This design comes from an exercise in tuning for small area and a short achievable clock period on the open sky130 flow, not from production work.
At most, simulation tests tie the RTL to the original design; equivalence was not proved.
Function not checked in runs 1 and 2: the RTL went through the layout flow alone.
No activity file was given, so power comes from the tool's default toggle rates.

==> design.v <==
package ex_pkg;
	typedef enum logic [2:0] {
		ALU_PASS_B = 3'b000,
		ALU_ADD    = 3'b010,
		ALU_SUB    = 3'b011,
		ALU_AND    = 3'b100,
		ALU_OR     = 3'b101,
		ALU_XOR    = 3'b110
	} alu_op_t;
	typedef enum logic [2:0] {
		BR_NONE   = 3'd0,
		BR_UNCOND = 3'd1,
		BR_CBZ    = 3'd2,
		BR_CBNZ   = 3'd3,
		BR_COND   = 3'd4
	} br_kind_t;
	typedef enum logic [3:0] {
		COND_EQ = 4'b0000,
		COND_NE = 4'b0001,
		COND_MI = 4'b0100,
		COND_GE = 4'b1010,
		COND_LT = 4'b1011,
		COND_AL = 4'b1110
	} cond_t;
endpackage
`timescale 1ns/1ps
module ex_operand_stage #(
	parameter int DATA_WIDTH = 64,
	parameter int ALU_K      = 4,
	parameter int BR_K       = 4
) (
	input  logic                        clk,
	input  logic                        reset,
	input  logic                        issue,
	input  logic [DATA_WIDTH-1:0]       read_data1,
	input  logic [DATA_WIDTH-1:0]       read_data2,
	input  logic [DATA_WIDTH-1:0]       imm,
	input  logic [DATA_WIDTH-1:0]       pc,
	input  logic [DATA_WIDTH-1:0]       br_offset,
	input  logic [2:0]                  alu_op,
	input  logic                        alu_src,
	input  logic                        set_flags,
	input  logic [2:0]                  br_kind,
	input  logic [3:0]                  cond,
	output logic                        op_valid,
	output logic [DATA_WIDTH-1:0]       alu_s,
	output logic [DATA_WIDTH/ALU_K-1:0] alu_g,
	output logic                        alu_same_sign,
	output logic                        alu_a_sign,
	output logic [DATA_WIDTH-1:0]       store_operand,
	output logic [DATA_WIDTH-1:0]       br_s,
	output logic [DATA_WIDTH/BR_K-1:0]  br_g,
	output logic                        set_flags_q,
	output logic [3:0]                  test_q
);
	localparam int MSB = DATA_WIDTH - 1;
	logic [DATA_WIDTH-1:0]       a, b, ap, at, ag_bit, as, bs;
	logic [DATA_WIDTH/ALU_K-1:0] ag, bg;
	logic                        is_arith, is_sub, b_top;
	logic [3:0]                  tp, tt, tg;
	logic [3:0]                  test_d;
	assign a        = read_data1;
	assign b        = alu_src ? imm : read_data2;
	assign is_arith = (alu_op[2:1] == 2'b01);
	assign is_sub   = (alu_op == 3'b011);
	always_comb begin
		tt = 4'b0000;
		tg = 4'b0000;
		case (alu_op)
			3'b010:  begin tp = 4'b0110; tt = 4'b1110; tg = 4'b1000; end
			3'b011:  begin tp = 4'b1001; tt = 4'b1101; tg = 4'b0100; end
			3'b100:  tp = 4'b1000;
			3'b101:  tp = 4'b1110;
			3'b110:  tp = 4'b0110;
			default: tp = 4'b1010;
		endcase
	end
	for (genvar i = 0; i < DATA_WIDTH; i++) begin : g_bit
		assign ap[i]     = tp[{a[i], b[i]}];
		assign at[i]     = tt[{a[i], b[i]}];
		assign ag_bit[i] = tg[{a[i], b[i]}];
	end
	ex_blk_sum #(.W(DATA_WIDTH), .K(ALU_K)) u_alu_blk (
		.p(ap), .t(at), .g(ag_bit), .cin(is_sub), .s(as), .co(ag)
	);
	logic [DATA_WIDTH-1:0] off4;
	assign off4 = {br_offset[DATA_WIDTH-3:0], 2'b00};
	ex_blk_sum #(.W(DATA_WIDTH), .K(BR_K)) u_br_blk (
		.p(pc ^ off4), .t(pc | off4), .g(pc & off4), .cin(1'b0), .s(bs), .co(bg)
	);
	assign b_top = b[MSB] ^ is_sub;
	always_comb begin
		test_d = 4'b0000;
		case (br_kind)
			3'd1: test_d = 4'b1000;
			3'd2: test_d = 4'b0100;
			3'd3: test_d = 4'b1100;
			3'd4: begin
				case (cond)
					4'b0000: test_d = 4'b0001;
					4'b0001: test_d = 4'b1001;
					4'b0100: test_d = 4'b0010;
					4'b1010: test_d = 4'b1011;
					4'b1011: test_d = 4'b0011;
					4'b1110: test_d = 4'b1000;
					default: test_d = 4'b0000;
				endcase
			end
			default: test_d = 4'b0000;
		endcase
	end
	always_ff @(posedge clk) begin
		if (reset)
			op_valid <= 1'b0;
		else
			op_valid <= issue;
	end
	always_ff @(posedge clk) begin
		alu_s         <= as;
		alu_g         <= ag;
		alu_same_sign <= is_arith & (a[MSB] == b_top);
		alu_a_sign    <= a[MSB];
		store_operand <= read_data2;
		br_s          <= bs;
		br_g          <= bg;
		set_flags_q   <= set_flags;
		test_q        <= test_d;
	end
endmodule
`timescale 1ns/1ps
module ex_prefix #(
	parameter int W    = 64,
	parameter int KIND = 0
) (
	input  logic [W-1:0] g,
	input  logic [W-1:0] p,
	input  logic         cin,
	output logic [W:0]   c
);
	localparam int L = $clog2(W);
	logic [2*L+1:0][W-1:0] gg;
	logic [2*L+1:0][W-1:0] pp;
	assign gg[0] = {g[W-1:1], g[0] | (p[0] & cin)};
	assign pp[0] = p;
	generate
		if (KIND == 0) begin : g_ks
			for (genvar l = 0; l < L; l++) begin : g_lvl
				for (genvar i = 0; i < W; i++) begin : g_bit
					if (i >= (1 << l)) begin : g_node
						assign gg[l+1][i] = gg[l][i] | (pp[l][i] & gg[l][i-(1<<l)]);
						assign pp[l+1][i] = pp[l][i] & pp[l][i-(1<<l)];
					end else begin : g_pass
						assign gg[l+1][i] = gg[l][i];
						assign pp[l+1][i] = pp[l][i];
					end
				end
			end
			assign c = {gg[L], cin};
		end else if (KIND == 1) begin : g_sk
			for (genvar l = 0; l < L; l++) begin : g_lvl
				for (genvar i = 0; i < W; i++) begin : g_bit
					if ((i >> l) % 2 == 1) begin : g_node
						localparam int J = ((i >> l) << l) - 1;
						assign gg[l+1][i] = gg[l][i] | (pp[l][i] & gg[l][J]);
						assign pp[l+1][i] = pp[l][i] & pp[l][J];
					end else begin : g_pass
						assign gg[l+1][i] = gg[l][i];
						assign pp[l+1][i] = pp[l][i];
					end
				end
			end
			assign c = {gg[L], cin};
		end else if (KIND == 2) begin : g_bk
			for (genvar l = 0; l < L; l++) begin : g_up
				for (genvar i = 0; i < W; i++) begin : g_bit
					if ((i % (2 << l)) == (2 << l) - 1) begin : g_node
						assign gg[l+1][i] = gg[l][i] | (pp[l][i] & gg[l][i-(1<<l)]);
						assign pp[l+1][i] = pp[l][i] & pp[l][i-(1<<l)];
					end else begin : g_pass
						assign gg[l+1][i] = gg[l][i];
						assign pp[l+1][i] = pp[l][i];
					end
				end
			end
			for (genvar l = L - 2; l >= 0; l--) begin : g_dn
				for (genvar i = 0; i < W; i++) begin : g_bit
					if ((i % (2 << l)) == (1 << l) - 1 && i >= (2 << l)) begin : g_node
						assign gg[2*L-1-l][i] = gg[2*L-2-l][i] | (pp[2*L-2-l][i] & gg[2*L-2-l][i-(1<<l)]);
						assign pp[2*L-1-l][i] = pp[2*L-2-l][i] & pp[2*L-2-l][i-(1<<l)];
					end else begin : g_pass
						assign gg[2*L-1-l][i] = gg[2*L-2-l][i];
						assign pp[2*L-1-l][i] = pp[2*L-2-l][i];
					end
				end
			end
			assign c = {gg[2*L-1], cin};
		end else begin : g_hc
			assign gg[1] = gg[0];
			assign pp[1] = pp[0];
			for (genvar l = 0; l < L; l++) begin : g_lvl
				for (genvar i = 0; i < W; i++) begin : g_bit
					if (l == 0 && i % 2 == 1) begin : g_n0
						assign gg[l+2][i] = gg[l+1][i] | (pp[l+1][i] & gg[l+1][i-1]);
						assign pp[l+2][i] = pp[l+1][i] & pp[l+1][i-1];
					end else if (l > 0 && i % 2 == 1 && i >= (1 << l)) begin : g_nl
						assign gg[l+2][i] = gg[l+1][i] | (pp[l+1][i] & gg[l+1][i-(1<<l)]);
						assign pp[l+2][i] = pp[l+1][i] & pp[l+1][i-(1<<l)];
					end else begin : g_pass
						assign gg[l+2][i] = gg[l+1][i];
						assign pp[l+2][i] = pp[l+1][i];
					end
				end
			end
			for (genvar i = 0; i < W; i++) begin : g_fix
				if (i % 2 == 0 && i > 0) begin : g_node
					assign gg[L+2][i] = gg[L+1][i] | (pp[L+1][i] & gg[L+1][i-1]);
				end else begin : g_pass
					assign gg[L+2][i] = gg[L+1][i];
				end
			end
			assign pp[L+2] = pp[L+1];
			assign c = {gg[L+2], cin};
		end
	endgenerate
endmodule
module ex_blk_sum #(
	parameter int W = 64,
	parameter int K = 4
) (
	input  logic [W-1:0]   p,
	input  logic [W-1:0]   t,
	input  logic [W-1:0]   g,
	input  logic           cin,
	output logic [W-1:0]   s,
	output logic [W/K-1:0] co
);
	for (genvar j = 0; j < W / K; j++) begin : g_blk
		logic [K:0] c;
		always_comb begin
			for (int i = 0; i <= K; i++) begin
				logic run;
				c[i] = 1'b0;
				for (int m = 0; m < i; m++) begin
					run = g[K*j+m];
					for (int n = m + 1; n < i; n++)
						run = run & t[K*j+n];
					c[i] = c[i] | run;
				end
				if (j == 0) begin
					run = cin;
					for (int n = 0; n < i; n++)
						run = run & t[K*j+n];
					c[i] = c[i] | run;
				end
			end
		end
		assign s[K*j +: K] = p[K*j +: K] ^ c[K-1:0];
		assign co[j]       = c[K];
	end
endmodule
module ex_blk_fin #(
	parameter int W    = 64,
	parameter int K    = 4,
	parameter int KIND = 0
) (
	input  logic [W-1:0]   s,
	input  logic [W/K-1:0] g,
	output logic [W-1:0]   sum,
	output logic           cout,
	output logic           zero
);
	localparam int NB = W / K;
	logic [NB-1:0] bp, bz, bzero;
	logic [NB:0]   bc;
	for (genvar j = 0; j < NB; j++) begin : g_blk
		assign bp[j] = &s[K*j +: K];
		assign bz[j] = ~|s[K*j +: K];
		for (genvar t = 0; t < K; t++) begin : g_bit
			if (t == 0) begin : g_lo
				assign sum[K*j] = s[K*j] ^ bc[j];
			end else begin : g_hi
				assign sum[K*j+t] = s[K*j+t] ^ (bc[j] & (&s[K*j +: t]));
			end
		end
		assign bzero[j] = bc[j] ? bp[j] : bz[j];
	end
	ex_prefix #(.W(NB), .KIND(KIND)) u_carry (
		.g(g), .p(bp), .cin(1'b0), .c(bc)
	);
	assign cout = bc[NB];
	assign zero = &bzero;
endmodule
`timescale 1ns/1ps
module ex_branch_unit (
	input  logic [3:0] test,
	input  logic       rt_zero,
	input  logic       negative,
	input  logic       zero,
	input  logic       overflow,
	output logic       taken
);
	logic t;
	always_comb begin
		case (test[2:0])
			3'd1:    t = zero;
			3'd2:    t = negative;
			3'd3:    t = negative ^ overflow;
			3'd4:    t = rt_zero;
			default: t = 1'b0;
		endcase
	end
	assign taken = t ^ test[3];
endmodule
`timescale 1ns/1ps
module ex_result_stage #(
	parameter int DATA_WIDTH = 64
) (
	input  logic                  clk,
	input  logic                  reset,
	input  logic                  op_valid,
	input  logic                  set_flags,
	input  logic [DATA_WIDTH-1:0] alu_result_in,
	input  logic [3:0]            alu_flags_in,
	input  logic [DATA_WIDTH-1:0] store_operand,
	input  logic [DATA_WIDTH-1:0] target_in,
	input  logic                  taken_in,
	output logic                  result_valid,
	output logic [DATA_WIDTH-1:0] alu_result,
	output logic [DATA_WIDTH-1:0] store_data,
	output logic [DATA_WIDTH-1:0] br_target,
	output logic                  br_taken,
	output logic                  negative,
	output logic                  zero,
	output logic                  overflow,
	output logic                  carry_out
);
	always_ff @(posedge clk) begin
		if (reset) begin
			result_valid <= 1'b0;
			br_taken     <= 1'b0;
		end else begin
			result_valid <= op_valid;
			br_taken     <= op_valid & taken_in;
		end
	end
	always_ff @(posedge clk) begin
		if (op_valid) begin
			alu_result <= alu_result_in;
			store_data <= store_operand;
			br_target  <= target_in;
		end
	end
	always_ff @(posedge clk) begin
		if (reset) begin
			negative  <= 1'b0;
			zero      <= 1'b0;
			overflow  <= 1'b0;
			carry_out <= 1'b0;
		end else if (op_valid && set_flags) begin
			negative  <= alu_flags_in[3];
			zero      <= alu_flags_in[2];
			overflow  <= alu_flags_in[1];
			carry_out <= alu_flags_in[0];
		end
	end
endmodule
`timescale 1ns/1ps
module ex_top #(
	parameter int DATA_WIDTH = 64,
	parameter int ALU_K      = 4,
	parameter int BR_K       = 4,
	parameter int ALU_KIND   = 0,
	parameter int BR_KIND    = 0
) (
	input  logic                  clk,
	input  logic                  reset,
	input  logic                  issue,
	input  logic [DATA_WIDTH-1:0] read_data1,
	input  logic [DATA_WIDTH-1:0] read_data2,
	input  logic [DATA_WIDTH-1:0] pc,
	input  logic [DATA_WIDTH-1:0] imm,
	input  logic [DATA_WIDTH-1:0] br_offset,
	input  ex_pkg::alu_op_t       alu_op,
	input  logic                  alu_src,
	input  logic                  set_flags,
	input  ex_pkg::br_kind_t      br_kind,
	input  ex_pkg::cond_t         cond,
	output logic                  result_valid,
	output logic [DATA_WIDTH-1:0] alu_result,
	output logic [DATA_WIDTH-1:0] store_data,
	output logic [DATA_WIDTH-1:0] br_target,
	output logic                  br_taken,
	output logic                  negative,
	output logic                  zero,
	output logic                  overflow,
	output logic                  carry_out
);
	localparam int MSB = DATA_WIDTH - 1;
	logic                        op_valid;
	logic [DATA_WIDTH-1:0]       alu_s, br_s, store_operand;
	logic [DATA_WIDTH/ALU_K-1:0] alu_g;
	logic [DATA_WIDTH/BR_K-1:0]  br_g;
	logic                        alu_same_sign, alu_a_sign, set_flags_q;
	logic [3:0]                  test_q;
	ex_operand_stage #(.DATA_WIDTH(DATA_WIDTH), .ALU_K(ALU_K), .BR_K(BR_K)) u_operand (
		.clk(clk), .reset(reset), .issue(issue),
		.read_data1(read_data1), .read_data2(read_data2), .imm(imm),
		.pc(pc), .br_offset(br_offset), .alu_op(alu_op), .alu_src(alu_src),
		.set_flags(set_flags), .br_kind(br_kind), .cond(cond),
		.op_valid(op_valid), .alu_s(alu_s), .alu_g(alu_g),
		.alu_same_sign(alu_same_sign), .alu_a_sign(alu_a_sign),
		.store_operand(store_operand), .br_s(br_s), .br_g(br_g),
		.set_flags_q(set_flags_q), .test_q(test_q)
	);
	logic [DATA_WIDTH-1:0] alu_out, target;
	logic                  alu_n, alu_z, alu_v, alu_c;
	logic                  br_cout, br_zero;
	ex_blk_fin #(.W(DATA_WIDTH), .K(ALU_K), .KIND(ALU_KIND)) u_alu_fin (
		.s(alu_s), .g(alu_g), .sum(alu_out), .cout(alu_c), .zero(alu_z)
	);
	assign alu_n = alu_out[MSB];
	assign alu_v = alu_same_sign & (alu_out[MSB] ^ alu_a_sign);
	ex_blk_fin #(.W(DATA_WIDTH), .K(BR_K), .KIND(BR_KIND)) u_br_fin (
		.s(br_s), .g(br_g), .sum(target), .cout(br_cout), .zero(br_zero)
	);
	logic taken;
	ex_branch_unit u_branch (
		.test(test_q), .rt_zero(store_operand == '0),
		.negative(negative), .zero(zero), .overflow(overflow), .taken(taken)
	);
	ex_result_stage #(.DATA_WIDTH(DATA_WIDTH)) u_result (
		.clk(clk), .reset(reset), .op_valid(op_valid), .set_flags(set_flags_q),
		.alu_result_in(alu_out), .alu_flags_in({alu_n, alu_z, alu_v, alu_c}),
		.store_operand(store_operand), .target_in(target), .taken_in(taken),
		.result_valid(result_valid), .alu_result(alu_result),
		.store_data(store_data), .br_target(br_target), .br_taken(br_taken),
		.negative(negative), .zero(zero), .overflow(overflow),
		.carry_out(carry_out)
	);
endmodule
==> flow/run.sh <==
#!/bin/bash
# Standard layout, with plain buf_1 cells as the port buffers instead of the
# buffer_ports default (clkdlybuf4s50_1). Each tool's output goes to its own log.
set -euo pipefail
export BUFFER_PORTS_ARGS="-buffer_cell sky130_fd_sc_hd__buf_1"
bash standard.sh synth > synth.log 2>&1
bash standard.sh > layout.log 2>&1
==> standard.sh <==
#!/bin/bash
# synth_recipe.tcl (not shown) runs the flow's synth.tcl, then flattens the netlist and writes it again
# the make line also repeats each setting of config.mk as NAME=value (left out here)
make -C /OpenROAD-flow-scripts/flow DESIGN_CONFIG=/design/flow/config.mk WORK_HOME=/design/flow/orfs CLKGATE_MAP_FILE= SYNTH_SCRIPT=/design/flow/synth_recipe.tcl "${@:-finish}"
==> config.mk <==
export PLATFORM = sky130hd
export DESIGN_NAME = ex_top
export DESIGN_NICKNAME = ex_top
export VERILOG_FILES = /design/flow/design.v
export SDC_FILE = /design/flow/constraint.sdc
export NUM_CORES = 4
export LEC_CHECK = 0
export ABC_CLOCK_PERIOD_IN_PS = 2500
export CAP_MARGIN = 20
export CORE_MARGIN = 2
export CORE_UTILIZATION = 40
export CTS_BUF_LIST = sky130_fd_sc_hd__clkbuf_8
export SETUP_SLACK_MARGIN = 2.5
export SLEW_MARGIN = 20
==> constraint.sdc <==
create_clock -name core_clock -period 5.5 [get_ports {clk}]
set_input_delay 1.1000 -clock core_clock [delete_from_list [all_inputs] [get_ports {clk}]]
set_output_delay 1.1000 -clock core_clock [all_outputs]
set_load 0.01 [all_outputs]
==> results of run 1 <==
[power breakdown]
part           switching [W]  leakage, nW  internal (W)
combinational       0.000973         6.45      0.000623
clock                0.00138        0.900       0.00173
sequential          0.000277         3.79       0.00375
[logic make-up after synthesis]
group	count (synthesis)	synth area share [%]
buffers and inverters	275	4.72
AO/OA/AOI/OAI	576	14.2
multiplexers	142	6.95
flip-flops	429	45.1
adder cells (fa/ha/maj)	176	9.77
AND/OR/NAND/NOR	552	11.5
XOR/XNOR	205	7.71
[per-layer routing]
metal / GRT usage, % / share of wire [%]
met4: 13.9 / 4.9
met2: 43.7 / 50
met5: 0 / 0.21
met1: 27.1 / 38
met3: 7.12 / 7.7
[layout by cell type (no fill, tap or decap), types with 30 or more instances in the layout]
cell / netlist / final
buf_1: 15 / 526
a21oi_1: 301 / 300
dfxtp_1: 237 / 236
edfxtp_1: 192 / 192
inv_1: 174 / 188
nor2_1: 150 / 149
nand2_1: 149 / 145
ha_1: 134 / 134
o21ai_0: 120 / 120
xor2_1: 115 / 115
clkbuf_8: 0 / 97
xnor2_1: 90 / 90
mux2i_1: 87 / 78
nor3_1: 75 / 75
a32oi_1: 37 / 37
mux2i_2: 27 / 31
buf_4: 4 / 30
[worst max-delay path, cell delays in order]
cell and delay (ps):
clkbuf_8 260, buf_12 320, mux2i_4 370, mux2i_1 130
a221oi_1 330, o22ai_1 230, o21ai_1 170, a21oi_1 110
maj3_1 330, and2_1 150
[state kept, by name (all words and copies together), names as in the netlist]
signal / count
u_operand.alu_s: 64
u_operand.br_s: 64
u_operand.store_operand: 64
u_result.alu_result: 64
u_result.br_target: 64
u_result.store_data: 64
u_operand.alu_g: 16
u_operand.br_g: 15
u_operand.test_q: 4
u_operand.alu_a_sign: 1
u_operand.alu_same_sign: 1
u_operand.op_valid: 1
u_operand.set_flags_q: 1
u_result.br_taken: 1
u_result.carry_out: 1
u_result.negative: 1
u_result.overflow: 1
u_result.result_valid: 1
u_result.zero: 1
[final timing paths]
check	start	endpoint	slack, ps	cells past startpoint
hold / removal	u_operand.br_s[2]$_DFF_P_	u_result.br_target[2]$_DFFE_PP_	400	0
hold reg to reg	u_operand.br_s[2]$_DFF_P_	u_result.br_target[2]$_DFFE_PP_	400	0
setup reg to reg	u_operand.alu_s[32]$_DFF_P_	u_result.zero$_SDFFE_PP0P_	2690	9
setup / recovery	alu_src	u_operand.alu_g[2]$_DFF_P_	2500	10
[what timing repair did]
item                       CTS  global route
gates resized for setup     12            22
setup endpoints to repair   47            29
buffers inserted             3             7
[layout make-up]
type	count	area (µm²)	share of cell area, %
well taps	765	957	3.42
clock buffers	96	1320	4.72
diodes	15	37.5	0.134
clock inverters	43	299	1.07
multi-input cells	1651	11800	42.3
inverters	174	657	2.35
flip-flops and latches	429	10500	37.6
repair buffers	568	2380	8.49
[through the flow]
stage | instance area, µm² | setup slack, ps
2_1_floorplan | 23400 | 2440
3_3_place_gp | 26100 | 1470
3_5_place_dp | 26100 | 1400
4_1_cts | 27800 | 2500
5_1_grt | 28000 | 2440
6_report | 28000 | 2500
==> out/results.ini, run 1 <==
[routing]
post_drt_wl_per_cell_um = 20.8
via_per_inst = 5.30
drt_wl_total_um = 77700
vias = 19800
drt-pass1-iter-count = 8
drt-initial-drc-count = 1304
drc_errors = 0
ant_nets = 0

[clock_tree]
cts_made_buffers = 75
cts.sinks = 429
cts_root_buf = clkbuf_8
clkTransAtPathRegs_ps = 60
hold_buffers = 0
cts_max_path_buffers = 3
worst_skew_pair.late_latency_ps = 680
cts_tree = yes
htree_levels = 3

[synthesis]
synth_top_area_share_pct = 24.8
synth_largest_area_cell = edfxtp_1
synth_ff_type = dfxtp_1
yosysWarnings = 4
netlist_top_cells_area = edfxtp_1 25%, dfxtp_1 20%, ha_1 7.2%
synth_edf_count = 192
synth.cell_area_um2 = 23300
synthesis.nets = 2840
synthCells = 2355
yosysUniqueCellTypes = 70
postSynth.asyncResetShare_pct = 0
synth.avg_cell_area_um2 = 9.89
yosys_register_bits = 429
synth_common_cells = 301 x a21oi_1, 237 x dfxtp_1, 192 x edfxtp_1
yosysMostFrequentCell = a21oi_1
yosysSeqAreaShare_pct = 45.1

[placed_design]
dpl.cell_count = 3577
place_congestion = 0.896
port_buffers = 530
hpwl_um = 58500

[setup_path]
worstPathArrival_ps = 3550
crit_fanout = 30
critical_path_required_ps = 6050
start_kind = input port
end_kind = flip-flop
crit_type = in -> reg

[global_route]
grt_pass1_vias = 19700
grt_antenna_before_repair = 26
grt_pass1_wl_um = 113000
grt_max_degree = 113
grt_overflow_total = 0
track_usage_pct = 25.0

[sta]
fin_crit_sh_pct = 54.6
slew_viol_final = 0
rsz0062_at_grt = true
hold_viol_final = 0
clock.fmax_ghz = 0.333
whs_ps = 405
setup_tns_ps = 0
clock_skew_ps = 28.1
period_needed_ps = 3000
worst_slew_pin_slew_ps = 1170
setup-violations-final = 0
maxSlewHeadroom_pct = 22.1

[floorplanning]
rows = 88
die_x_um = 245
floorplan.core_area_um2 = 57600
start_util_pct = 40.4
dieArea_um2 = 60200
ios = 533
die_h_um = 245

[finish]
post-route-util_pct = 48.6
nets = 3384
drive_gt1_share_pct = 9.52
area_delta_synth_final_pct = 20.2
n_fill_cell = 5412
fin_cells = 3741

[min_path]
hold_class = reg -> reg

[run]
max-cap-violations = 0

[status]
outcome = finished clean

[power]
power_density_nw_per_um2 = 312
p_leak_nw = 11.1
vdd_drop_max_mv = 0.184
power_w = 0.00874

==> run 2: changes to the inputs <==
--- a/config.mk
+++ b/config.mk
@@ -6,9 +6,9 @@
 export NUM_CORES = 4
 export LEC_CHECK = 0
-export ABC_CLOCK_PERIOD_IN_PS = 2500
+export ABC_CLOCK_PERIOD_IN_PS = 1500
 export CAP_MARGIN = 20
 export CORE_MARGIN = 2
 export CORE_UTILIZATION = 40
 export CTS_BUF_LIST = sky130_fd_sc_hd__clkbuf_8
-export SETUP_SLACK_MARGIN = 2.5
+export SETUP_SLACK_MARGIN = 3.5
 export SLEW_MARGIN = 20
==> run 2 against run 1 <==
  * Worst setup slack better by 410 ps
  * Sequential cell count unchanged
  * Maximum frequency rose by 16%
  * Critical endpoint is now u_result.overflow$_SDFFE_PP0P_
  * Combinational power up about 40%
  * Via count increased by 11%
  * Sequential share of layout area fell by 6.2 points
==> out/results.ini, run 2 <==
[status]
outcome = finished clean

[sta]
setup_tns_ps = 0
worst_slew_pin_slew_ps = 969
maxSlewHeadroom_pct = 34.8
setup-violations-final = 0
slew_viol_final = 0
period_needed_ps = 2600
clock.fmax_ghz = 0.385
fin_crit_sh_pct = 47.2
rsz0062_at_grt = true
hold_viol_final = 0
clock_skew_ps = 43.2

[synthesis]
synth_common_cells = 301 x a21oi_1, 237 x dfxtp_1, 192 x edfxtp_1
synthCells = 2355
yosysWarnings = 4
netlist_top_cells_area = edfxtp_1 25%, dfxtp_1 20%, ha_1 7.2%
yosysUniqueCellTypes = 70
yosysSeqAreaShare_pct = 45.1
synth.avg_cell_area_um2 = 9.89
postSynth.asyncResetShare_pct = 0
yosys_register_bits = 429
synth_edf_count = 192
synth_largest_area_cell = edfxtp_1
synth.cell_area_um2 = 23300
yosysMostFrequentCell = a21oi_1
synthesis.nets = 2840
synth_ff_type = dfxtp_1
synth_top_area_share_pct = 24.8

[global_route]
grt_pass1_wl_um = 128000
track_usage_pct = 28.6
grt_pass1_vias = 21500
grt_max_degree = 70
grt_overflow_total = 0
grt_antenna_before_repair = 29

[finish]
regArea_um2 = 10600
drive_gt1_share_pct = 31.2
final_cell_mix = 343 x buf_1, 247 x a21oi_1, 198 x dfxtp_1
post-route-util_pct = 58.6
n_fill_cell = 4915
area_delta_synth_final_pct = 44.9
nets = 3642
multi_input_area_um2 = 14000
layout.cells.most_common = buf_1

[clock_tree]
clkTransAtPathRegs_ps = 60
cts_tree = yes
cts_made_buffers = 81
cts_root_buf = clkbuf_8
worst_skew_pair.late_latency_ps = 680
cts.sinks = 429
htree_levels = 3
cts_max_path_buffers = 3

[routing]
via_per_inst = 5.48
drt_wl_total_um = 91600
drt-initial-drc-count = 1563
post_drt_wl_per_cell_um = 22.8
vias = 22000
ant_nets = 0
drc_errors = 0
drt-pass1-iter-count = 6

[placed_design]
place_congestion = 0.912
port_buffers = 530
hpwl_um = 59300

[floorplanning]
die_h_um = 245
floorplan.core_area_um2 = 57600
rows = 88
ios = 533
dieArea_um2 = 60200
start_util_pct = 40.4
die_x_um = 245

[setup_path]
r2r_cells = 9
start_kind = flip-flop
regToRegSetupSlack_ps = 2900
crit_type = reg -> reg
crit_fanout = 6
r2r-end = u_result.overflow$_SDFFE_PP0P_
worstPathArrival_ps = 3140
r2r-start = u_operand.alu_s[21]$_DFF_P_
end_kind = flip-flop
critical_path_required_ps = 6040

[power]
power_density_nw_per_um2 = 287
vdd_drop_max_mv = 0.171
p_leak_nw = 13.8

[min_path]
holdPathStages = 0
hold_class = reg -> reg
whs_endpoint = u_result.br_target[1]$_DFFE_PP_
worstHoldStart = u_operand.br_s[1]$_DFF_P_

[run]
max-cap-violations = 0

## run 2: cell counts after synthesis
Identical to the previous run, type by type.
## run 2: area by class of cell
class / instances / area share (%)
multi-input combinational: 1657 / 41.4
sequential: 429 / 31.4
timing repair buffer: 814 / 17.0
clock buffer: 92 / 3.75
tap: 765 / 2.84
inverter: 174 / 2.00
clock inverter: 59 / 1.42
antenna: 22 / 0.163
## run 2: how the worst max path moves through the flow
| stage | to | cells past startpoint | startpoint |
|---|---|---|---|
| 5_1_grt | u_result.overflow$_SDFFE_PP0P_ | 9 | u_operand.alu_s[21]$_DFF_P_ |
| 3_5_place_dp | u_operand.alu_g[7]$_DFF_P_ | 10 | alu_op[1] |
| 6_report | u_result.overflow$_SDFFE_PP0P_ | 9 | u_operand.alu_s[21]$_DFF_P_ |
| 3_3_place_gp | u_operand.alu_g[7]$_DFF_P_ | 10 | alu_op[1] |
| 4_1_cts | u_operand.alu_g[5]$_DFF_P_ | 10 | alu_op[0] |
| 2_1_floorplan | u_result.zero$_SDFFE_PP0P_ | 6 | u_operand.op_valid$_SDFF_PP0_ |
## run 2: cells by family (layout without fill, tap and decap cells)
kind of cell / after synthesis / count (layout) / synth area share [%]
other cells: 0 / 22 / 0
xor+xnor: 205 / 205 / 7.71
fa+ha+maj: 176 / 176 / 9.77
flops: 429 / 429 / 45.1
simple gates: 552 / 558 / 11.5
compound gates: 576 / 576 / 14.2
buf+inv: 275 / 1139 / 4.72
mux: 142 / 142 / 6.95
## run 2: worst max-delay path: stages (launching register included)
cell,delay (ps)
dfxtp_1,560
nand4_1,320
a211oi_2,280
a31o_4,200
a221oi_4,90
buf_12,140
o21bai_4,260
a21oi_4,110
nand2b_4,160
a221o_1,310
## run 2: repair_timing
item,in CTS,in global routing
gates cloned,25,7
endpoints found under the setup margin,501,369
gates resized for setup,368,333
pin swaps,99,149
hold buffers,0,0
endpoints found under the hold margin,0,0
setup buffers,162,70
## run 2: per-layer routing
metal / vias to the layer above / track usage, % / share of wire, %
li1: 10000 / - / -
met1: 10600 / 31.9 / 37
met2: 993 / 50.0 / 49
met3: 293 / 7.66 / 8.7
met4: 22 / 14.4 / 5.4
met5: - / 0 / 0.17
## run 2: where the power goes
part / internal (W) / switching (W) / total [W] / leakage (nW)
clock network: 0.00189 / 0.00148 / 0.00336 / 0.971
registers: 0.00376 / 0.000315 / 0.00408 / 3.80
logic: 0.00103 / 0.00121 / 0.00224 / 9.02
total: 0.00668 / 0.00301 / 0.00968 / 13.8
## run 2: per-stage QoR
| stage | area, µm² | std cells | hold WS (ps) | power [W] | setup WS [ps] |
|---|---|---|---|---|---|
| detailed placement | 27000 | 3575 | 391 | 0.00577 | 1470 |
| finish | 33700 | 4012 | 404 | 0.00968 | 2900 |
| global placement | 27000 | 3575 | 387 | 0.00571 | 1490 |
| CTS | 32100 | 3913 | 405 | 0.00952 | 2950 |
| global route | 33700 | 4000 | 407 | 0.0101 | 2790 |
| floorplan | 24500 | 2355 | 386 | 0.00512 | 2440 |
==> run 3: changes to the inputs <==
--- a/design.v
+++ b/design.v
@@ -138,5 +138,5 @@
 	output logic [W:0]   c
 );
-	localparam int L = $clog2(W);
+	localparam int L = (W <= 2) ? 1 : (W <= 4) ? 2 : (W <= 8) ? 3 : (W <= 16) ? 4 : (W <= 32) ? 5 : (W <= 64) ? 6 : 7;
 	logic [2*L+1:0][W-1:0] gg;
 	logic [2*L+1:0][W-1:0] pp;
--- a/config.mk
+++ b/config.mk
@@ -6,9 +6,9 @@
 export NUM_CORES = 4
 export LEC_CHECK = 0
-export ABC_CLOCK_PERIOD_IN_PS = 1500
+export ABC_CLOCK_PERIOD_IN_PS = 2500
 export CAP_MARGIN = 20
 export CORE_MARGIN = 2
 export CORE_UTILIZATION = 40
 export CTS_BUF_LIST = sky130_fd_sc_hd__clkbuf_8
-export SETUP_SLACK_MARGIN = 3.5
+export SETUP_SLACK_MARGIN = 2.5
 export SLEW_MARGIN = 20
==> run 3 against run 2 <==
  * Clock skew shrank 15 ps
  * Routed wire length decreased by 15%
  * Non-clock buffer count is 246 lower
  * Critical path depth rose by 1
  * Via count fell by 9.8%
  * Core utilization is 10 points lower
  * First-iteration DRC count shrank 17%
  * Register-to-register slack worse by 210 ps
  * Power down 9.7%
  * Critical path type is now in -> reg
  * Critical endpoint is now u_operand.alu_g[2]$_DFF_P_
==> out/results.ini, run 3 <==
[sta]
rsz0062_at_grt = true
setup_tns_ps = 0
clock_skew_ps = 28.1
clock.fmax_ghz = 0.333
period_needed_ps = 3000
hold_viol_final = 0
maxSlewHeadroom_pct = 22.1
worst_slew_pin_slew_ps = 1170
slew_viol_final = 0
setup-violations-final = 0
fin_crit_sh_pct = 54.6

[synthesis]
yosysUniqueCellTypes = 70
synth_common_cells = 301 x a21oi_1, 237 x dfxtp_1, 192 x edfxtp_1
yosys_register_bits = 429
synth_edf_count = 192
synth_top_area_share_pct = 24.8
yosysSeqAreaShare_pct = 45.1
yosysMostFrequentCell = a21oi_1
synth.cell_area_um2 = 23300
synthesis.nets = 2840
synthCells = 2355
synth_ff_type = dfxtp_1
netlist_top_cells_area = edfxtp_1 25%, dfxtp_1 20%, ha_1 7.2%
postSynth.asyncResetShare_pct = 0
synth_largest_area_cell = edfxtp_1
synth.avg_cell_area_um2 = 9.89
yosysWarnings = 4

[setup_path]
r2r-start = u_operand.alu_s[32]$_DFF_P_
crit_fanout = 30
worstPathArrival_ps = 3550
crit_type = in -> reg
start_kind = input port
critical_path_required_ps = 6050
r2r-end = u_result.zero$_SDFFE_PP0P_
regToRegSetupSlack_ps = 2690
r2r_cells = 9
end_kind = flip-flop

[routing]
via_per_inst = 5.30
vias = 19800
ant_nets = 0
drt_wl_total_um = 77700
drt-initial-drc-count = 1304
post_drt_wl_per_cell_um = 20.8
drc_errors = 0
drt-pass1-iter-count = 8

[power]
sw_frac_of_total_pct = 30.1
power_switching_w = 0.00263
p_leak_nw = 11.1
power_density_nw_per_um2 = 312
power_frac_seq_pct = 46.1
p_clk_share_pct = 35.6
combPwrFrac_pct = 18.3
intPower_w = 0.00611
vdd_drop_max_mv = 0.184

[min_path]
hold_class = reg -> reg
worstHoldStart = u_operand.br_s[2]$_DFF_P_
holdPathStages = 0
whs_endpoint = u_result.br_target[2]$_DFFE_PP_

[floorplanning]
die_h_um = 245
ios = 533
floorplan.core_area_um2 = 57600
start_util_pct = 40.4
dieArea_um2 = 60200
rows = 88
die_x_um = 245

[global_route]
grt_max_degree = 113
grt_pass1_vias = 19700
grt_antenna_before_repair = 26
grt_pass1_wl_um = 113000
track_usage_pct = 25.0
grt_overflow_total = 0

[finish]
fin_cells = 3741
nets = 3384
final_cell_mix = 526 x buf_1, 300 x a21oi_1, 236 x dfxtp_1
drive_gt1_share_pct = 9.52
area_delta_synth_final_pct = 20.2
layout.cells.most_common = buf_1

[clock_tree]
cts_tree = yes
clkTransAtPathRegs_ps = 60
cts_max_path_buffers = 3
hold_buffers = 0
cts.sinks = 429
cts_made_buffers = 75
worst_skew_pair.late_latency_ps = 680
htree_levels = 3
cts_root_buf = clkbuf_8

[run]
max-cap-violations = 0

[placed_design]
port_buffers = 530
place_congestion = 0.896
dpl.cell_count = 3577
hpwl_um = 58500

[status]
outcome = finished clean

==> run 3: cell counts after synthesis <==
No cell type changed its count.
==> run 3: through the flow <==
stage | instance area (µm²) | utilization [%] | hold WS, ps | setup WS, ps | total power, W
final | 28000 | 48.6 | 405 | 2500 | 0.00874
after global routing | 28000 | 48.6 | 418 | 2440 | 0.00916
after CTS | 27800 | 48.2 | 408 | 2500 | 0.00880
after detailed placement | 26100 | 45.3 | 390 | 1400 | 0.00565
after global placement | 26100 | 45.3 | 386 | 1470 | 0.00559
after floorplan | 23400 | - | 386 | 2440 | 0.00500
==> run 3: cell families after synthesis <==
family	synth area share (%)
AND/OR/NAND/NOR	11.5
buffers and inverters	4.72
flip-flops	45.1
AO/OA/AOI/OAI	14.2
multiplexers	6.95
XOR/XNOR	7.71
adder cells (fa/ha/maj)	9.77
==> run 3: repair_timing <==
item                       CTS  global route
resized for setup           12            22
setup endpoints to repair   47            29
setup buffers                3             7
==> run 3: area by class of cell <==
| type | instances | area, µm² |
|---|---|---|
| multi-input combinational | 1651 | 11800 |
| antenna | 15 | 37.5 |
| tap | 765 | 957 |
| clock buffer | 96 | 1320 |
| fill | 5412 | 29600 |
| timing repair buffer | 568 | 2380 |
| clock inverter | 43 | 299 |
| sequential | 429 | 10500 |
| inverter | 174 | 657 |
==> run 3: worst max path at each step <==
stage / slack, ps / startpoint / end / depth (start not counted)
floorplan: 2440 / alu_op[2] / u_operand.alu_g[1]$_DFF_P_ / 11
global placement: 1470 / alu_op[1] / u_operand.alu_g[5]$_DFF_P_ / 10
detailed placement: 1400 / alu_op[1] / u_operand.alu_g[5]$_DFF_P_ / 10
CTS: 2500 / alu_src / u_operand.alu_g[2]$_DFF_P_ / 10
global route: 2440 / alu_src / u_operand.alu_g[2]$_DFF_P_ / 10
finish: 2500 / alu_src / u_operand.alu_g[2]$_DFF_P_ / 10
==> run 3: critical path: stages <==
cell and delay (ps):
clkbuf_8 260, buf_12 320, mux2i_4 370, mux2i_1 130, a221oi_1 330, o22ai_1 230, o21ai_1 170, a21oi_1 110
maj3_1 330, and2_1 150
==> run 3: power by group through the flow <==
stage | Combinational (W) | Clock [W] | Sequential, W
global placement | 0.00151 | 0 | 0.00409
detailed placement | 0.00156 | 0 | 0.00410
global route | 0.00177 | 0.00333 | 0.00406
floorplan | 0.000916 | 0 | 0.00409
CTS | 0.00158 | 0.00319 | 0.00403
finish | 0.00160 | 0.00311 | 0.00403
==> run 3: layer usage <==
metal / global-route usage (%) / wire, µm / up-vias
met4: 13.9 / 3770 / 24
met5: 0 / 161 / -
met1: 27.1 / 29200 / 9391
met2: 43.7 / 38600 / 749
li1: - / - / 9480
met3: 7.12 / 6010 / 182
==> run 4: changes to the inputs <==
--- a/design.v
+++ b/design.v
@@ -46,4 +46,5 @@
 	output logic [DATA_WIDTH-1:0]       alu_s,
 	output logic [DATA_WIDTH/ALU_K-1:0] alu_g,
+	output logic [DATA_WIDTH/ALU_K-1:0] alu_p,
 	output logic                        alu_same_sign,
 	output logic                        alu_a_sign,
@@ -51,12 +52,14 @@
 	output logic [DATA_WIDTH-1:0]       br_s,
 	output logic [DATA_WIDTH/BR_K-1:0]  br_g,
+	output logic [DATA_WIDTH/BR_K-1:0]  br_p,
 	output logic                        set_flags_q,
 	output logic [3:0]                  test_q
 );
 	localparam int MSB = DATA_WIDTH - 1;
-	logic [DATA_WIDTH-1:0]       a, b, ap, at, ag_bit, as, bs;
-	logic [DATA_WIDTH/ALU_K-1:0] ag, bg;
+	logic [DATA_WIDTH-1:0]       a, b, ap, ag_bit, as, bs;
+	logic [DATA_WIDTH/ALU_K-1:0] ag, abp;
+	logic [DATA_WIDTH/BR_K-1:0]  bg, bbp;
 	logic                        is_arith, is_sub, b_top;
-	logic [3:0]                  tp, tt, tg;
+	logic [3:0]                  tp, tg;
 	logic [3:0]                  test_d;
 	assign a        = read_data1;
@@ -65,9 +68,8 @@
 	assign is_sub   = (alu_op == 3'b011);
 	always_comb begin
-		tt = 4'b0000;
 		tg = 4'b0000;
 		case (alu_op)
-			3'b010:  begin tp = 4'b0110; tt = 4'b1110; tg = 4'b1000; end
-			3'b011:  begin tp = 4'b1001; tt = 4'b1101; tg = 4'b0100; end
+			3'b010:  begin tp = 4'b0110; tg = 4'b1000; end
+			3'b011:  begin tp = 4'b1001; tg = 4'b0100; end
 			3'b100:  tp = 4'b1000;
 			3'b101:  tp = 4'b1110;
@@ -78,14 +80,13 @@
 	for (genvar i = 0; i < DATA_WIDTH; i++) begin : g_bit
 		assign ap[i]     = tp[{a[i], b[i]}];
-		assign at[i]     = tt[{a[i], b[i]}];
 		assign ag_bit[i] = tg[{a[i], b[i]}];
 	end
 	ex_blk_sum #(.W(DATA_WIDTH), .K(ALU_K)) u_alu_blk (
-		.p(ap), .t(at), .g(ag_bit), .cin(is_sub), .s(as), .co(ag)
+		.p(ap), .g(ag_bit), .cin(is_sub), .s(as), .co(ag), .bp(abp)
 	);
 	logic [DATA_WIDTH-1:0] off4;
 	assign off4 = {br_offset[DATA_WIDTH-3:0], 2'b00};
 	ex_blk_sum #(.W(DATA_WIDTH), .K(BR_K)) u_br_blk (
-		.p(pc ^ off4), .t(pc | off4), .g(pc & off4), .cin(1'b0), .s(bs), .co(bg)
+		.p(pc ^ off4), .g(pc & off4), .cin(1'b0), .s(bs), .co(bg), .bp(bbp)
 	);
 	assign b_top = b[MSB] ^ is_sub;
@@ -119,4 +120,5 @@
 		alu_s         <= as;
 		alu_g         <= ag;
+		alu_p         <= abp;
 		alu_same_sign <= is_arith & (a[MSB] == b_top);
 		alu_a_sign    <= a[MSB];
@@ -124,4 +126,5 @@
 		br_s          <= bs;
 		br_g          <= bg;
+		br_p          <= bbp;
 		set_flags_q   <= set_flags;
 		test_q        <= test_d;
@@ -229,9 +232,9 @@
 ) (
 	input  logic [W-1:0]   p,
-	input  logic [W-1:0]   t,
 	input  logic [W-1:0]   g,
 	input  logic           cin,
 	output logic [W-1:0]   s,
-	output logic [W/K-1:0] co
+	output logic [W/K-1:0] co,
+	output logic [W/K-1:0] bp
 );
 	for (genvar j = 0; j < W / K; j++) begin : g_blk
@@ -244,5 +247,5 @@
 					run = g[K*j+m];
 					for (int n = m + 1; n < i; n++)
-						run = run & t[K*j+n];
+						run = run & p[K*j+n];
 					c[i] = c[i] | run;
 				end
@@ -250,5 +253,5 @@
 					run = cin;
 					for (int n = 0; n < i; n++)
-						run = run & t[K*j+n];
+						run = run & p[K*j+n];
 					c[i] = c[i] | run;
 				end
@@ -257,4 +260,5 @@
 		assign s[K*j +: K] = p[K*j +: K] ^ c[K-1:0];
 		assign co[j]       = c[K];
+		assign bp[j]       = &p[K*j +: K];
 	end
 endmodule
@@ -266,4 +270,5 @@
 	input  logic [W-1:0]   s,
 	input  logic [W/K-1:0] g,
+	input  logic [W/K-1:0] bp,
 	output logic [W-1:0]   sum,
 	output logic           cout,
@@ -271,8 +276,7 @@
 );
 	localparam int NB = W / K;
-	logic [NB-1:0] bp, bz, bzero;
+	logic [NB-1:0] bz, bzero;
 	logic [NB:0]   bc;
 	for (genvar j = 0; j < NB; j++) begin : g_blk
-		assign bp[j] = &s[K*j +: K];
 		assign bz[j] = ~|s[K*j +: K];
 		for (genvar t = 0; t < K; t++) begin : g_bit
@@ -369,5 +373,5 @@
 	parameter int DATA_WIDTH = 64,
 	parameter int ALU_K      = 4,
-	parameter int BR_K       = 4,
+	parameter int BR_K       = 8,
 	parameter int ALU_KIND   = 0,
 	parameter int BR_KIND    = 0
@@ -399,6 +403,6 @@
 	logic                        op_valid;
 	logic [DATA_WIDTH-1:0]       alu_s, br_s, store_operand;
-	logic [DATA_WIDTH/ALU_K-1:0] alu_g;
-	logic [DATA_WIDTH/BR_K-1:0]  br_g;
+	logic [DATA_WIDTH/ALU_K-1:0] alu_g, alu_p;
+	logic [DATA_WIDTH/BR_K-1:0]  br_g, br_p;
 	logic                        alu_same_sign, alu_a_sign, set_flags_q;
 	logic [3:0]                  test_q;
@@ -408,7 +412,7 @@
 		.pc(pc), .br_offset(br_offset), .alu_op(alu_op), .alu_src(alu_src),
 		.set_flags(set_flags), .br_kind(br_kind), .cond(cond),
-		.op_valid(op_valid), .alu_s(alu_s), .alu_g(alu_g),
+		.op_valid(op_valid), .alu_s(alu_s), .alu_g(alu_g), .alu_p(alu_p),
 		.alu_same_sign(alu_same_sign), .alu_a_sign(alu_a_sign),
-		.store_operand(store_operand), .br_s(br_s), .br_g(br_g),
+		.store_operand(store_operand), .br_s(br_s), .br_g(br_g), .br_p(br_p),
 		.set_flags_q(set_flags_q), .test_q(test_q)
 	);
@@ -417,10 +421,10 @@
 	logic                  br_cout, br_zero;
 	ex_blk_fin #(.W(DATA_WIDTH), .K(ALU_K), .KIND(ALU_KIND)) u_alu_fin (
-		.s(alu_s), .g(alu_g), .sum(alu_out), .cout(alu_c), .zero(alu_z)
+		.s(alu_s), .g(alu_g), .bp(alu_p), .sum(alu_out), .cout(alu_c), .zero(alu_z)
 	);
 	assign alu_n = alu_out[MSB];
 	assign alu_v = alu_same_sign & (alu_out[MSB] ^ alu_a_sign);
 	ex_blk_fin #(.W(DATA_WIDTH), .K(BR_K), .KIND(BR_KIND)) u_br_fin (
-		.s(br_s), .g(br_g), .sum(target), .cout(br_cout), .zero(br_zero)
+		.s(br_s), .g(br_g), .bp(br_p), .sum(target), .cout(br_cout), .zero(br_zero)
 	);
 	logic taken;
--- a/config.mk
+++ b/config.mk
@@ -6,9 +6,10 @@
 export NUM_CORES = 4
 export LEC_CHECK = 0
-export ABC_CLOCK_PERIOD_IN_PS = 2500
 export CAP_MARGIN = 20
 export CORE_MARGIN = 2
 export CORE_UTILIZATION = 40
 export CTS_BUF_LIST = sky130_fd_sc_hd__clkbuf_8
+export CTS_CLUSTER_DIAMETER = 60
+export CTS_CLUSTER_SIZE = 20
 export SETUP_SLACK_MARGIN = 2.5
 export SLEW_MARGIN = 20
==> run 4 against run 3 <==
  * First-iteration DRC count decreased by 5.8%
  * Sequential share of layout area increased by 3.3 points
  * Sequential cell count increased by 13
  * Synthesized cell count decreased by 14%
  * Area after synthesis decreased by 5.8%
  * Design area decreased by 5.8%
  * Count of clock-buffer cells in the layout decreased by 55
  * Non-clock buffer count decreased by 10
  * Combinational power about the same
  * Critical path type unchanged
  * Largest cell class unchanged
==> out/results.ini, run 4 <==
[status]
outcome = finished clean

[synthesis]
synth_top_family_by_area = compound AO/OA/AOI/OAI gates
muxShareOfSynthArea_pct = 5.81
synth_ff_type = dfxtp_1
synth_common_cells = 250 x dfxtp_1, 204 x xnor2_1, 192 x edfxtp_1
yosys_register_bits = 442
synth.cell_area_um2 = 21900
synth_largest_area_cell = edfxtp_1
synth_top_area_share_pct = 26.3
synthSimpleGateAreaFrac_pct = 11.0
synth_edf_count = 192
synthesis.nets = 2470
synth_xor_area_share_pct = 11.0
postSynth.asyncResetShare_pct = 0
synth_compound_area_share_pct = 13.6
yosysUniqueCellTypes = 68
yosysWarnings = 5
netlist_top_cells_area = edfxtp_1 26%, dfxtp_1 23%, xnor2_1 8.1%
synth.avg_cell_area_um2 = 10.9
yosysMostFrequentCell = dfxtp_1
synthCells = 2020
yosysSeqAreaShare_pct = 49.1
synthAdderAreaFrac_pct = 6.83

[setup_path]
worstPathArrival_ps = 3440
end_kind = flip-flop
r2r-start = u_operand.alu_g[0]$_DFF_P_
regToRegSetupSlack_ps = 2600
critPathLaunch = alu_op[2]
r2r_cells = 8
start_kind = input port
r2r-end = u_result.zero$_SDFFE_PP0P_
crit_type = in -> reg
crit_end = u_operand.alu_g[5]$_DFF_P_
critical_path_required_ps = 5990
crit_fanout = 72

[global_route]
grt_overflow_total = 0
grt_pass1_vias = 17100
grt_pass1_wl_um = 102000
track_usage_pct = 23.8
grt_max_degree = 102
grt_antenna_before_repair = 31

[sta]
fin_crit_sh_pct = 53.6
whs_ps = 402
setup_tns_ps = 0
clock_skew_ps = 43.9
hold_viol_final = 0
rsz0062_at_grt = true
period_needed_ps = 2950
maxSlewHeadroom_pct = 34.7
clock.fmax_ghz = 0.339
worst_slew_pin_slew_ps = 979
setup-violations-final = 0
slew_viol_final = 0

[clock_tree]
cts_made_buffers = 39
cts.sinks = 442
cts_root_buf = clkbuf_8
worst_skew_pair.late_latency_ps = 650
htree_levels = 2
cts_tree = yes
cts_max_path_buffers = 3
clkTransAtPathRegs_ps = 120
hold_buffers = 0

[floorplanning]
rows = 85
start_util_pct = 40.6
die_h_um = 238
ios = 533
die_x_um = 238
dieArea_um2 = 56700
floorplan.core_area_um2 = 54000

[finish]
drive_gt1_share_pct = 9.80
final_cell_mix = 526 x buf_1, 249 x dfxtp_1, 204 x xnor2_1
nets = 2982
layout.cells.most_common = buf_1
final_area_um2 = 26400
area_delta_synth_final_pct = 20.2
fin_cells = 3275

[routing]
drt-initial-drc-count = 1228
via_per_inst = 5.48
ant_nets = 0
drc_errors = 0
vias = 18000
post_drt_wl_per_cell_um = 21.7
drt_wl_total_um = 70900
drt-pass1-iter-count = 8

[power]
vdd_drop_max_mv = 0.229
power_density_nw_per_um2 = 299
p_leak_nw = 9.51

[min_path]
hold_class = reg -> reg

[run]
max-cap-violations = 0

[placed_design]
port_buffers = 530
place_congestion = 0.932
hpwl_um = 53400
dpl.cell_count = 3172
place_area_um2 = 25100

==> run 4: cell count changes after synthesis, sizes merged, moves of 35 or more <==
| cell | before | now |
|---|---|---|
| a21oi | 303 | 70 |
| a32oi | 37 | 0 |
| inv | 174 | 58 |
| mux2 | 24 | 64 |
| mux2i | 118 | 55 |
| nand2 | 149 | 78 |
| nor2 | 158 | 105 |
| o21a | 4 | 39 |
| o21ai | 134 | 178 |
| or3 | 0 | 47 |
| xnor2 | 90 | 204 |
| xor2 | 115 | 72 |
==> run 4: power by group <==
group          total (W)  switching, W  internal [W]
sequential       0.00405      0.000217       0.00384
clock            0.00223       0.00130      0.000928
combinational    0.00160      0.000931      0.000665
==> run 4: routing by layer <==
metal	GRT usage (%)	vias to the layer above	part of all wire, %
met3	6.79	108	8.6
met4	7.73	18	2.7
met2	37.5	667	46
li1	-	8531	-
met5	0	-	0.16
met1	31.5	8627	43
==> run 4: cells by family after synthesis <==
kind of cell | after synthesis
AND/OR/NAND/NOR | 472
adder cells (fa/ha/maj) | 115
AO/OA/AOI/OAI | 446
buffers and inverters | 150
flip-flops | 442
XOR/XNOR | 276
multiplexers | 119
==> run 4: worst min-delay path by stage <==
| stage | startpoint | endpoint | cells after the start |
|---|---|---|---|
| floorplan | u_operand.br_s[0]$_DFF_P_ | u_result.br_target[0]$_DFFE_PP_ | 0 |
| global placement | u_operand.br_s[7]$_DFF_P_ | u_result.br_target[7]$_DFFE_PP_ | 0 |
| detailed placement | u_operand.br_s[1]$_DFF_P_ | u_result.br_target[1]$_DFFE_PP_ | 0 |
| CTS | u_operand.br_s[6]$_DFF_P_ | u_result.br_target[6]$_DFFE_PP_ | 0 |
| global route | u_operand.br_s[6]$_DFF_P_ | u_result.br_target[6]$_DFFE_PP_ | 0 |
| finish | u_operand.br_s[6]$_DFF_P_ | u_result.br_target[6]$_DFFE_PP_ | 0 |
==> run 4: cell type report <==
type	count	area [µm²]
Antenna cell	17	42.5
Clock buffer	41	564
Clock inverter	30	355
Fill cell	5032	27700
Inverter	59	238
Multi-Input combinational cell	1430	11200
Sequential cell	442	10800
Tap cell	696	871
Timing Repair Buffer	558	2360
Timing Repair inverter	2	17.5
==> run 4: critical path: stages <==
cell	delay, ps
buf_2	350
clkbuf_8	580
nor2b_4	150
buf_4	230
and3_1	180
ha_1	200
a31oi_2	310
o32ai_2	150
inv_1	80
o32ai_1	80
==> run 4: what timing repair did <==
item / in CTS / in global routing
cloned: 2 / 4
resized for setup: 16 / 13
setup buffers: 0 / 9
pin swaps: 1 / 6
setup endpoints to repair: 54 / 33
==> run 4: through the flow <==
step	util [%]	setup WS (ps)	power, W
floorplan	-	2220	0.00510
global placement	46.5	1490	0.00562
detailed placement	46.5	1380	0.00568
CTS	48.3	2510	0.00791
global route	48.8	2490	0.00825
finish	48.8	2550	0.00788
==> run 5: changes to the inputs <==
--- a/config.mk
+++ b/config.mk
@@ -8,8 +8,9 @@
 export CAP_MARGIN = 20
 export CORE_MARGIN = 2
-export CORE_UTILIZATION = 40
-export CTS_BUF_LIST = sky130_fd_sc_hd__clkbuf_8
-export CTS_CLUSTER_DIAMETER = 60
-export CTS_CLUSTER_SIZE = 20
+export CORE_UTILIZATION = 55
+export CTS_BUF_LIST = sky130_fd_sc_hd__clkbuf_16
+export CTS_CLUSTER_DIAMETER = 80
+export CTS_CLUSTER_SIZE = 30
+export PLACE_DENSITY = 0.75
 export SETUP_SLACK_MARGIN = 2.5
 export SLEW_MARGIN = 20
==> run 5 against run 4 <==
  * Critical path type unchanged
  * Sequential power barely moved
  * Largest cell class unchanged
  * Sequential cell count is the same
  * Critical path depth is 2 higher
  * Worst setup slack got worse by 97 ps
  * Worst hold slack improved by 16 ps
  * Final cell count shrank 6.4%
  * Combinational power barely moved
  * Still clean
==> out/results.ini, run 5 <==
[status]
outcome = finished clean

[synthesis]
muxShareOfSynthArea_pct = 5.81
postSynth.asyncResetShare_pct = 0
synth_largest_area_cell = edfxtp_1
synth_common_cells = 250 x dfxtp_1, 204 x xnor2_1, 192 x edfxtp_1
synth_ff_type = dfxtp_1
synth.cell_area_um2 = 21900
yosys_register_bits = 442
synth_top_area_share_pct = 26.3
synth_xor_area_share_pct = 11.0
synthesis.nets = 2470
netlist_top_cells_area = edfxtp_1 26%, dfxtp_1 23%, xnor2_1 8.1%
synth_edf_count = 192
yosysUniqueCellTypes = 68
synth.avg_cell_area_um2 = 10.9
yosysWarnings = 5
synthSimpleGateAreaFrac_pct = 11.0
synthAdderAreaFrac_pct = 6.83
yosysSeqAreaShare_pct = 49.1
synthCells = 2020
yosysMostFrequentCell = dfxtp_1
synth_top_family_by_area = compound AO/OA/AOI/OAI gates
synth_compound_area_share_pct = 13.6

[finish]
multi_input_area_um2 = 11100
final_cell_mix = 526 x buf_1, 249 x dfxtp_1, 204 x xnor2_1
area_delta_synth_final_pct = 19.0
regArea_um2 = 10800
n_fill_cell = 3172
nets = 2959
drive_gt1_share_pct = 8.31
layout.cells.most_common = buf_1

[power]
vdd_drop_max_mv = 0.333
p_leak_nw = 9.44
power_w = 0.00785
power_density_nw_per_um2 = 301

[sta]
setup_slack_ps = 2450
fin_crit_sh_pct = 55.4
rsz0062_at_grt = false
setup_tns_ps = 0
whs_ps = 419
hold_viol_final = 0
clock_skew_ps = 22.9
setup-violations-final = 0
slew_viol_final = 0
maxSlewHeadroom_pct = 37.1
clock.fmax_ghz = 0.328
period_needed_ps = 3050
worst_slew_pin_slew_ps = 944

[routing]
post_drt_wl_per_cell_um = 22.0
via_per_inst = 5.95
vias = 18300
drc_errors = 0
drt_wl_total_um = 67600
ant_nets = 0
drt-initial-drc-count = 1617
drt-pass1-iter-count = 6

[setup_path]
crit_fanout = 25
path_cells = clkbuf_4 -> inv_16 -> nor2_4 -> buf_6 -> o21ai_0 -> o21ai_0 -> a221o_1 -> ha_1 -> a31oi_2 -> o32ai_2 -> inv_1 -> o32ai_1
critical_path_required_ps = 5940
critPathMaxStageDelay_ps = 360
path_buf_inv = 4
cp_top_family = compound AO/OA/AOI/OAI gates
start_kind = input port
crit_type = in -> reg
regToRegSetupSlack_ps = 2650
crit_top_cell = o21ai_0
worstSetupPathDepth = 12
r2r_cells = 7
worstPathArrival_ps = 3480
end_kind = flip-flop
critPathSlowestCell = a221o_1

[global_route]
grt_antenna_before_repair = 19
grt_overflow_total = 0
grt_max_degree = 101
track_usage_pct = 31.3
grt_pass1_wl_um = 99000
grt_pass1_vias = 17600

[floorplanning]
ios = 533
dieArea_um2 = 41500
start_util_pct = 55.5
rows = 73
floorplan.core_area_um2 = 39500
die_x_um = 204
die_h_um = 204

[clock_tree]
worst_skew_pair.late_latency_ps = 600
cts_max_path_buffers = 3
cts_root_buf = clkbuf_16
htree_levels = 1
clkTransAtPathRegs_ps = 120
cts.sinks = 442
cts_made_buffers = 25
hold_buffers = 0
cts_tree = yes

[placed_design]
port_buffers = 530
dp_slack_ps = 1600
hpwl_um = 50200
place_congestion = 0.936

[min_path]
hold_class = reg -> reg
holdPathStages = 0

[run]
max-cap-violations = 0

-- run 5: changes by cell type in the layout (fill, tap and decap cells not counted), sizes merged --
cell      before  now
buf          553  544
bufinv         3    0
clkinvlp       3    0
nor2b          6    5
bufbuf         0    2
clkinv         6    9
inv           79   72
diode         17   14
clkbuf        46   30
-- run 5: path summary, 6_finish.rpt --
path                                    from                         endpoint
setup reg to reg  u_operand.alu_s[4]$_DFF_P_       u_result.zero$_SDFFE_PP0P_
hold reg to reg    u_operand.br_s[1]$_DFF_P_  u_result.br_target[1]$_DFFE_PP_
setup / recovery                   alu_op[2]      u_operand.alu_g[12]$_DFF_P_
hold / removal     u_operand.br_s[1]$_DFF_P_  u_result.br_target[1]$_DFFE_PP_
-- run 5: area by class of cell --
cell class                 count  share of cell area [%]
antenna                       14                   0.134
clock buffer                  26                    2.49
clock inverter                20                    1.03
inverter                      59                   0.911
multi-input combinational   1429                    42.5
sequential                   442                    41.3
tap                          525                    2.52
timing repair buffer         550                    9.07
timing repair inverter         2                  0.0671
-- run 5: worst register-to-register path: cells and delay by family, from the launching register on --
| family | cells | cell delay [ps] |
|---|---|---|
| AO/OA/AOI/OAI | 5 | 1400 |
| AND/OR/NAND/NOR | 2 | 1030 |
| flip-flops | 1 | 350 |
-- run 5: stage by stage --
step	std cells	cell area, µm²	util, %
2_1_floorplan	2020	22600	-
3_3_place_gp	2997	24800	62.8
3_5_place_dp	2997	24800	62.8
4_1_cts	3050	25900	65.6
5_1_grt	3065	26100	66.0
6_report	3067	26100	66.0
-- run 5: cells by family after synthesis --
group,Yosys count
adder cells (fa/ha/maj),115
AND/OR/NAND/NOR,472
XOR/XNOR,276
AO/OA/AOI/OAI,446
multiplexers,119
buffers and inverters,150
flip-flops,442
-- run 5: per-layer routing --
layer | part of all wire (%) | track usage, % | vias up
met4 | 4.3 | 13.1 | 10
met2 | 46 | 50.4 | 887
li1 | - | - | 8481
met5 | 0.095 | 0 | -
met1 | 39 | 40.5 | 8717
met3 | 10 | 7.14 | 167
-- run 5: repair_timing --
action / CTS / global route
endpoints found under the hold margin: 0 / 0
pin swaps: 1 / 0
gates cloned: 5 / 2
endpoints found under the setup margin: 40 / 33
buffers inserted: 2 / 1
gates resized for setup: 12 / 11
-- run 5: power by group --
group	switching, W	internal (W)	leakage (nW)
clock network	0.00126	0.000956	0.452
registers	0.000229	0.00384	3.90
logic	0.000914	0.000661	5.09
total	0.00240	0.00545	9.44
==> run 6: changes to the inputs <==
--- a/config.mk
+++ b/config.mk
@@ -8,9 +8,8 @@
 export CAP_MARGIN = 20
 export CORE_MARGIN = 2
-export CORE_UTILIZATION = 55
+export CORE_UTILIZATION = 40
 export CTS_BUF_LIST = sky130_fd_sc_hd__clkbuf_16
 export CTS_CLUSTER_DIAMETER = 80
 export CTS_CLUSTER_SIZE = 30
-export PLACE_DENSITY = 0.75
-export SETUP_SLACK_MARGIN = 2.5
+export SETUP_SLACK_MARGIN = 2.8
 export SLEW_MARGIN = 20
==> run 6 against run 5 <==
  * Critical path depth unchanged
  * Maximum frequency up 13%
  * Still clean
  * Sequential power about the same
  * Largest cell class unchanged
==> out/results.ini, run 6 <==
[sta]
fin_crit_sh_pct = 49.1
clock.fmax_ghz = 0.370
period_needed_ps = 2700
maxSlewHeadroom_pct = 36.9
rsz0062_at_grt = true
setup-violations-final = 0
worst_slew_pin_slew_ps = 947
hold_viol_final = 0
setup_tns_ps = 0
clock_skew_ps = 26.0
slew_viol_final = 0

[synthesis]
synth.cell_area_um2 = 21900
synthesis.nets = 2470
synth_top_area_share_pct = 26.3
synth_ff_type = dfxtp_1
synth_largest_area_cell = edfxtp_1
yosysUniqueCellTypes = 68
synth.avg_cell_area_um2 = 10.9
yosysWarnings = 5
netlist_top_cells_area = edfxtp_1 26%, dfxtp_1 23%, xnor2_1 8.1%
yosys_register_bits = 442
synthCells = 2020
synth_edf_count = 192
postSynth.asyncResetShare_pct = 0
synth_common_cells = 250 x dfxtp_1, 204 x xnor2_1, 192 x edfxtp_1
yosysMostFrequentCell = dfxtp_1
yosysSeqAreaShare_pct = 49.1

[setup_path]
r2r-end = u_result.zero$_SDFFE_PP0P_
crit_type = in -> reg
r2r-start = u_operand.alu_g[0]$_DFF_P_
r2r_cells = 8
regToRegSetupSlack_ps = 2840
end_kind = flip-flop
worstPathArrival_ps = 3160
crit_fanout = 5
start_kind = input port
critical_path_required_ps = 5960

[global_route]
grt_max_degree = 71
grt_pass1_wl_um = 109000
grt_pass1_vias = 17600
grt_overflow_total = 0
grt_antenna_before_repair = 13
track_usage_pct = 25.4

[clock_tree]
clkTransAtPathRegs_ps = 100
cts.sinks = 442
hold_buffers = 0
cts_made_buffers = 25
cts_max_path_buffers = 3
htree_levels = 1
cts_root_buf = clkbuf_16
cts_tree = yes
worst_skew_pair.late_latency_ps = 590

[floorplanning]
floorplan.core_area_um2 = 54000
dieArea_um2 = 56700
ios = 533
rows = 85
start_util_pct = 40.6
die_x_um = 238
die_h_um = 238

[min_path]
whs_endpoint = u_result.br_target[2]$_DFFE_PP_
worstHoldStart = u_operand.br_s[2]$_DFF_P_
hold_class = reg -> reg
holdPathStages = 0

[placed_design]
port_buffers = 530
place_congestion = 0.919
hpwl_um = 56100

[power]
power_frac_seq_pct = 50.7
power_density_nw_per_um2 = 296
sw_frac_of_total_pct = 30.8
intPower_w = 0.00554
p_leak_nw = 9.55
vdd_drop_max_mv = 0.234
p_clk_share_pct = 28.3
power_switching_w = 0.00247
combPwrFrac_pct = 21.1

[routing]
drt_wl_total_um = 74800
post_drt_wl_per_cell_um = 23.0
drc_errors = 0
ant_nets = 0
drt-pass1-iter-count = 5
drt-initial-drc-count = 1172
via_per_inst = 5.56
vias = 18100

[finish]
layout.cells.most_common = buf_1
post-route-util_pct = 50.2
area_delta_synth_final_pct = 23.5
nets = 2982
drive_gt1_share_pct = 12.5
final_cell_mix = 526 x buf_1, 247 x dfxtp_1, 204 x xnor2_1

[run]
max-cap-violations = 0

[status]
outcome = finished clean

## run 6: final cells by class
cell class              instances  area [µm²]
repair buffers                570        2500
fillers                      4931       26900
multi-input cells            1431       11700
clock inverters                19         283
clock buffers                  26         651
well taps                     696         871
repair inverters                3        26.3
flip-flops and latches        442       10800
inverters                      59         238
diodes                          6        15.0
## run 6: metrics by stage
step / instances / worst slack [ps] / instance area [µm²] / total power, W / hold slack [ps]
final: 3252 / 2800 / 27100 / 0.00801 / 420
after global routing: 3250 / 2720 / 27100 / 0.00836 / 424
after CTS: 3235 / 2800 / 26900 / 0.00802 / 419
after detailed placement: 3171 / 1510 / 25600 / 0.00574 / 391
after global placement: 3171 / 1580 / 25600 / 0.00568 / 386
after floorplan: 2020 / 2220 / 23200 / 0.00516 / 386
## run 6: cells by family (layout without fill, tap and decap cells)
kind of cell / count (synthesis) / count (layout) / share of synthesized area (%)
buf+inv: 150 / 677 / 2.71
other cells: 0 / 6 / 0
mux: 119 / 119 / 5.81
flops: 442 / 442 / 49.1
simple gates: 472 / 475 / 11.0
fa+ha+maj: 115 / 115 / 6.83
compound gates: 446 / 446 / 13.6
xor+xnor: 276 / 276 / 11.0
## run 6: critical path, cell delays in order
cell and delay, ps:
clkbuf_16 150, mux2i_4 320, inv_2 70, o21ai_2 110, o21ai_1 70, a221o_1 320, ha_2 180, a31oi_4 160
a31oi_1 80, a31oi_2 240, o21ai_2 120, a32o_1 220
## run 6: worst max-delay path by stage
| stage | startpoint | to | slack, ps |
|---|---|---|---|
| 6_report | alu_src | u_operand.alu_g[0]$_DFF_P_ | 2800 |
| 4_1_cts | alu_src | u_operand.alu_g[0]$_DFF_P_ | 2800 |
| 3_5_place_dp | alu_src | u_operand.alu_g[0]$_DFF_P_ | 1510 |
| 5_1_grt | alu_src | u_operand.alu_g[0]$_DFF_P_ | 2720 |
| 3_3_place_gp | alu_src | u_operand.alu_g[7]$_DFF_P_ | 1580 |
| 2_1_floorplan | u_operand.op_valid$_SDFF_PP0_ | u_result.zero$_SDFFE_PP0P_ | 2220 |
## run 6: what timing repair did
item,4_1_cts,5_1_grt
gates cloned,9,2
setup buffers,10,9
resized for setup,38,29
pin swaps,7,11
endpoints found under the hold margin,0,0
setup endpoints to repair,101,36
## run 6: power by group through the flow
stage	Sequential [W]	Combinational, W	Clock [W]
6_report	0.00406	0.00169	0.00226
4_1_cts	0.00406	0.00166	0.00230
3_3_place_gp	0.00412	0.00156	0
5_1_grt	0.00410	0.00184	0.00242
2_1_floorplan	0.00416	0.000998	0
3_5_place_dp	0.00413	0.00161	0
## run 6: layer usage
metal	track usage [%]	vias up	wire [µm]
li1	-	8526	-
met1	33.2	8792	31900
met2	43.3	633	35900
met3	4.80	104	5180
met4	6.34	16	1770
met5	0	-	94

-- what the ideal ports hide --
The flow's constraints put no driver on any port. The routed layouts listed below were extracted and timed again, unchanged, in two steps. Step 1 sets driving cells, clkbuf_16 on the clock port and buf_2 on the other inputs (assumed; they add their load-dependent delay and slew). Step 2 also shifts input and output timing later by t, the mid clock arrival at the registers, as if the neighbouring blocks saw the same clock. Three values: no drivers, after step 1, after step 2; two values: the first two.
run | shift t [ns] | setup slack, ns | worst setup path at the end
run 1 | 0.716 | 2.497 / 2.518 / 1.801 | input to register
run 2 | 0.718 | 2.902 / 2.793 / 2.074 | input to register
run 3 | 0.716 | 2.497 / 2.518 / 1.801 | input to register
run 4 | 0.688 | 2.551 / 2.495 / 1.807 | input to register
run 5 | 0.638 | 2.454 / 2.460 / 1.822 | input to register
run 6 | 0.639 | 2.799 / 2.647 / 2.008 | input to register
After both steps setup and hold are still met in every run listed. For run 2, which loses most, drivers alone change the setup slack by -0.109 ns; drivers and shift together by -0.828 ns.
